This design comes from an exercise in tuning for a short achievable clock period and few clock cycles on the open sky130 flow, not from production work.
Only simulation tests tie the RTL to the original design; equivalence was not proved.
No driver is modelled on the clock port, so clock power and skew are understated where the tree is cut down; a real chip needs a root buffer or a tree.
Power and IR drop assume default switching activity.

==> module ifmap_loader_top, before the edit <==
module ifmap_loader_top (
	input  wire         clk,
	input  wire         reset,
	input  wire         load_valid,
	input  wire         load_map,
	input  wire  [9:0]  load_addr,
	input  wire         load_spike,
	input  wire         start,
	input  wire         ctrl_valid,
	input  wire  [34:0] ctrl_pkt,
	output logic        pkt_valid,
	output logic [34:0] pkt,
	output logic        busy,
	output logic        scan_done
);
	logic       w_v, w_m, w_s;
	logic [9:0] w_a;
	logic [63:0] w_rs;    
	logic [31:0] w_cs;    
	logic [63:0] w_d;     
	logic [2047:0] mb;    
	always_ff @(posedge clk) begin
		w_v <= load_valid & ~reset;
		w_m <= load_map;
		w_a <= load_addr;
		w_s <= load_spike;
	end
	always_ff @(posedge clk) begin
		for (int r = 0; r < 64; r++) begin
			w_rs[r] <= w_v && ({w_m, w_a[9:5]} == 6'(r));
			if (w_v && ({w_m, w_a[9:5]} == 6'(r))) w_d[r] <= w_s;
		end
		for (int c = 0; c < 32; c++)
			w_cs[c] <= (w_a[4:0] == 5'(c));
	end
	always_ff @(posedge clk) begin
		for (int r = 0; r < 64; r++)
			for (int c = 0; c < 32; c++)
				if (w_rs[r] && w_cs[c]) mb[r*32 + c] <= w_d[r];
	end
	logic [39:0] w0;      
	always_ff @(posedge clk) begin
		for (int r = 0; r < 5; r++)
			for (int c = 0; c < 8; c++)
				if (load_valid && !reset && !load_map && load_addr == 10'(r*32 + c))
					w0[r*8 + c] <= load_spike;
	end
	logic [10:0] cnt0, cnt1;
	logic        loaded;
	always_ff @(posedge clk) begin
		if (reset) begin
			cnt0 <= '0;
			cnt1 <= '0;
		end else if (w_v) begin
			if (!w_m && !cnt0[10]) cnt0 <= cnt0 + 1'b1;
			if (w_m && !cnt1[10]) cnt1 <= cnt1 + 1'b1;
		end
	end
	assign loaded = (cnt0[10] | (w_v & ~w_m & (&cnt0[9:0]))) &
	                (cnt1[10] | (w_v &  w_m & (&cnt1[9:0])));
	logic done;
	logic start_take;
	logic st_r;           
	logic snd;            
	logic wtr, wt0, wt1;
	logic gap;            
	logic last0, last1;   
	logic rel;
	logic [9:0] pe_oh;    
	logic [9:0] sc;       
	logic [49:0] w0p;     
	logic [49:0] nx;      
	logic [44:0] sr;      
	logic [4:0]  pkt_spk;
	logic [3:0]  pkt_dst;
	assign done = ctrl_valid && (ctrl_pkt[26:0] == 27'd1);
	assign start_take = start && !reset && !busy && loaded;
	assign rel = ((wtr || gap) && done) || start_take;
	always_ff @(posedge clk) begin
		if (reset) begin
			busy <= 1'b0;
			scan_done <= 1'b0;
			st_r <= 1'b0;
			snd <= 1'b0;
			wtr <= 1'b0;
			wt0 <= 1'b0;
			wt1 <= 1'b0;
			gap <= 1'b0;
			pkt_valid <= 1'b0;
		end else begin
			busy <= start_take || (busy && !scan_done);
			scan_done <= wt1 && done;
			st_r <= start_take;
			if (snd) begin
				pkt_valid <= 1'b1;
				snd <= !pe_oh[8];
				wtr <= pe_oh[8] && !last0 && !last1;
				wt0 <= pe_oh[8] && last0;
				wt1 <= pe_oh[8] && last1;
			end else begin
				pkt_valid <= rel;
				snd <= rel;
				wtr <= wtr && !done;
				wt0 <= wt0 && !done;
				wt1 <= wt1 && !done;
			end
			gap <= (wt0 && done) || (gap && !done);
		end
	end
	function automatic [3:0] pe_node(input [9:0] oh);
		pe_node = 4'd0;
		for (int p = 0; p < 10; p++)
			if (oh[p]) pe_node = pe_node | ((40'hEA62D951C8 >> (4*p)) & 4'hF);
	endfunction
	always_ff @(posedge clk) begin
		if (snd) begin
			pe_oh <= pe_oh << 1;
			pkt_spk <= sr[4:0];
			sr <= sr >> 5;
			pkt_dst <= pe_node(pe_oh << 1);
		end else begin
			pe_oh <= 10'd1;
			pkt_spk <= busy ? nx[4:0] : w0p[4:0];
			sr <= busy ? nx[49:5] : w0p[49:5];
			pkt_dst <= 4'd8;
		end
	end
	always_comb begin
		for (int k = 0; k < 5; k++)
			for (int j = 0; j < 5; j++) begin
				w0p[10*k + 4 - j] = w0[8*k + j];
				w0p[10*k + 5 + 4 - j] = w0[8*k + j + 3];
			end
	end
	always_ff @(posedge clk) begin
		sc <= (st_r ? 10'd0 : sc) + 10'(snd && pe_oh[0]);
		last0 <= (sc == 10'd280);
		last1 <= (sc == 10'd560);
	end
	assign pkt = {4'b0000, pkt_dst, 3'b001, 19'd0, pkt_spk};
	logic       freq;
	logic [63:0] frow;        
	logic [9:0]  fcol;        
	logic [63:0] srow;
	logic [9:0]  scol;
	logic       ract;
	logic [2:0] rk;
	logic [63:0] rsel;        
	logic [9:0]  csel;        
	logic [31:0] s1q [8];     
	logic        s1_v, s2_v;
	logic [2:0]  s1_k, s2_k;
	logic [31:0] s1;          
	assign freq = st_r || (snd && pe_oh[0]);
	assign srow = st_r ? 64'd1 : frow;
	assign scol = st_r ? 10'd2 : fcol;
	always_ff @(posedge clk) begin
		if (reset) begin
			ract <= 1'b0;
			s1_v <= 1'b0;
			s2_v <= 1'b0;
		end else begin
			if (freq) begin
				ract <= 1'b1;
			end else if (rk == 3'd4) begin
				ract <= 1'b0;
			end
			s1_v <= ract;
			s2_v <= s1_v;
		end
	end
	always_ff @(posedge clk) begin
		if (freq) begin
			if (scol[9]) begin
				fcol <= 10'd1;
				frow <= srow[27] ? (64'd1 << 32) : srow[59] ? 64'd1 : (srow << 1);
			end else begin
				fcol <= scol << 1;
				frow <= srow;
			end
			rsel <= srow;
			csel <= scol;
			rk <= 3'd0;
		end else begin
			rsel <= rsel << 1;
			rk <= rk + 1'b1;
		end
	end
	always_ff @(posedge clk) begin
		for (int q = 0; q < 8; q++)
			for (int c = 0; c < 32; c++) begin
				logic b;
				b = 1'b0;
				for (int r = 8*q; r < 8*q + 8; r++)
					b = b | (rsel[r] & mb[r*32 + c]);
				s1q[q][c] <= b;
			end
		s1_k <= rk;
		s2_k <= s1_k;
	end
	always_ff @(posedge clk) begin
		s1 <= s1q[0] | s1q[1] | s1q[2] | s1q[3] | s1q[4] | s1q[5] | s1q[6] | s1q[7];
	end
	logic [7:0] win8;
	always_comb begin
		win8 = 8'd0;
		for (int i = 0; i < 10; i++)
			for (int j = 0; j < 8; j++)
				if (3*i + j < 32)
					win8[j] = win8[j] | (csel[i] & s1[(3*i + j) % 32]);
	end
	always_ff @(posedge clk) begin
		if (s2_v) begin
			for (int k = 0; k < 5; k++) begin
				if (s2_k == 3'(k)) begin
					for (int j = 0; j < 5; j++) begin
						nx[10*k + 4 - j] <= win8[j];
						nx[10*k + 5 + 4 - j] <= win8[j + 3];
					end
				end
			end
		end
	end
endmodule
export LEC_CHECK = 0
export ABC_CLOCK_PERIOD_IN_PS = 2000
export CAP_MARGIN = 20
export CORE_MARGIN = 2
export CORE_UTILIZATION = 65
export PLACE_DENSITY = 0.8
export SETUP_SLACK_MARGIN = 3.0
export SLEW_MARGIN = 20
create_clock -name core_clock -period 5.0 [get_ports {clk}]
standard.sh (not shown) runs the stock make flow with config.mk's settings and CLKGATE_MAP_FILE= SYNTH_SCRIPT=/design/flow/synth_recipe.tcl, a recipe that flattens the netlist after the stock synthesis.
==> flow/flow/run.sh <==
#!/bin/bash
# The standard layout, except that the clock tree is built by flow/cts_hook.tcl (a balanced
# two-level tree: the clock port drives four root buffers, each root drives the leaf buffers of
# one quarter of the registers) in place of TritonCTS. Everything else is the standard flow.
set -euo pipefail
here=$(pwd)
export PRE_CTS_TCL=$here/flow/cts_hook.tcl
bash standard.sh finish > standard_finish.log 2>&1
Other scripts of this flow, unchanged in this note and not shown: flow/flow/cts_hook.tcl, flow/flow/mytree.tcl
The baseline completed without violations.
Testbench counts at the start, summed over its fixed seeds: cycles 22,408.
Edit:
--- a/flow/design.v
+++ b/flow/design.v
@@ -63,4 +63,6 @@
 	logic       w_v, w_m, w_s;
 	logic [9:0] w_a;
+	logic [15:0] w_hi;    
+	logic [3:0]  w_lo;    
 	logic [63:0] w_rs;    
 	logic [31:0] w_cs;    
@@ -72,9 +74,13 @@
 		w_a <= load_addr;
 		w_s <= load_spike;
+		for (int i = 0; i < 16; i++)
+			w_hi[i] <= load_valid && !reset && ({load_map, load_addr[9:7]} == 4'(i));
+		for (int i = 0; i < 4; i++)
+			w_lo[i] <= (load_addr[6:5] == 2'(i));
 	end
 	always_ff @(posedge clk) begin
 		for (int r = 0; r < 64; r++) begin
-			w_rs[r] <= w_v && ({w_m, w_a[9:5]} == 6'(r));
-			if (w_v && ({w_m, w_a[9:5]} == 6'(r))) w_d[r] <= w_s;
+			w_rs[r] <= w_hi[r/4] && w_lo[r%4];
+			if (w_hi[r/4] && w_lo[r%4]) w_d[r] <= w_s;
 		end
 		for (int c = 0; c < 32; c++)
Final area went up by 0.60%; clock power went up by about 0.5%; setup slack got worse by 0.12 ns; hold slack improved by 0.0057 ns; die area went up by about 0.43%; core utilization went up by 0.26 points; power went up by 0.59%; cell count barely changes.
Testbench counts after the change, summed over its fixed seeds: cycles 22,408.
In every run of this note, the design's own scripts or RTL, not TritonCTS, make the clock network.

[port drivers added, routing unchanged]
No port has a modelled driver above. Below, the same layouts with a new extraction and two added sets of constraints. Step 1: set_driving_cell puts a clkbuf_16 on clk and a buf_2 on each other input, an assumption about the parent block. Step 2, shift: input delay + t, output delay - t, t = (earliest + latest rising clock arrival at the registers) / 2. This alone moves slack from input paths to output paths. Slacks: ideal ports / drivers / drivers and shift; pairs: ideal ports / drivers.
run	t (ns)	slack for setup (ns)	worst setup path at the end	worst slew at a driven data input, ns
the first run	0.786	2.960 / 2.757 / 2.488	input to register	0.04
the second run	0.772	2.840 / 2.647 / 2.322	input to register	0.12
After both steps setup and hold are still met in every run listed. The setup slack of the second run, which loses most, moves by -0.193 ns with the drivers and by -0.518 ns with both steps.
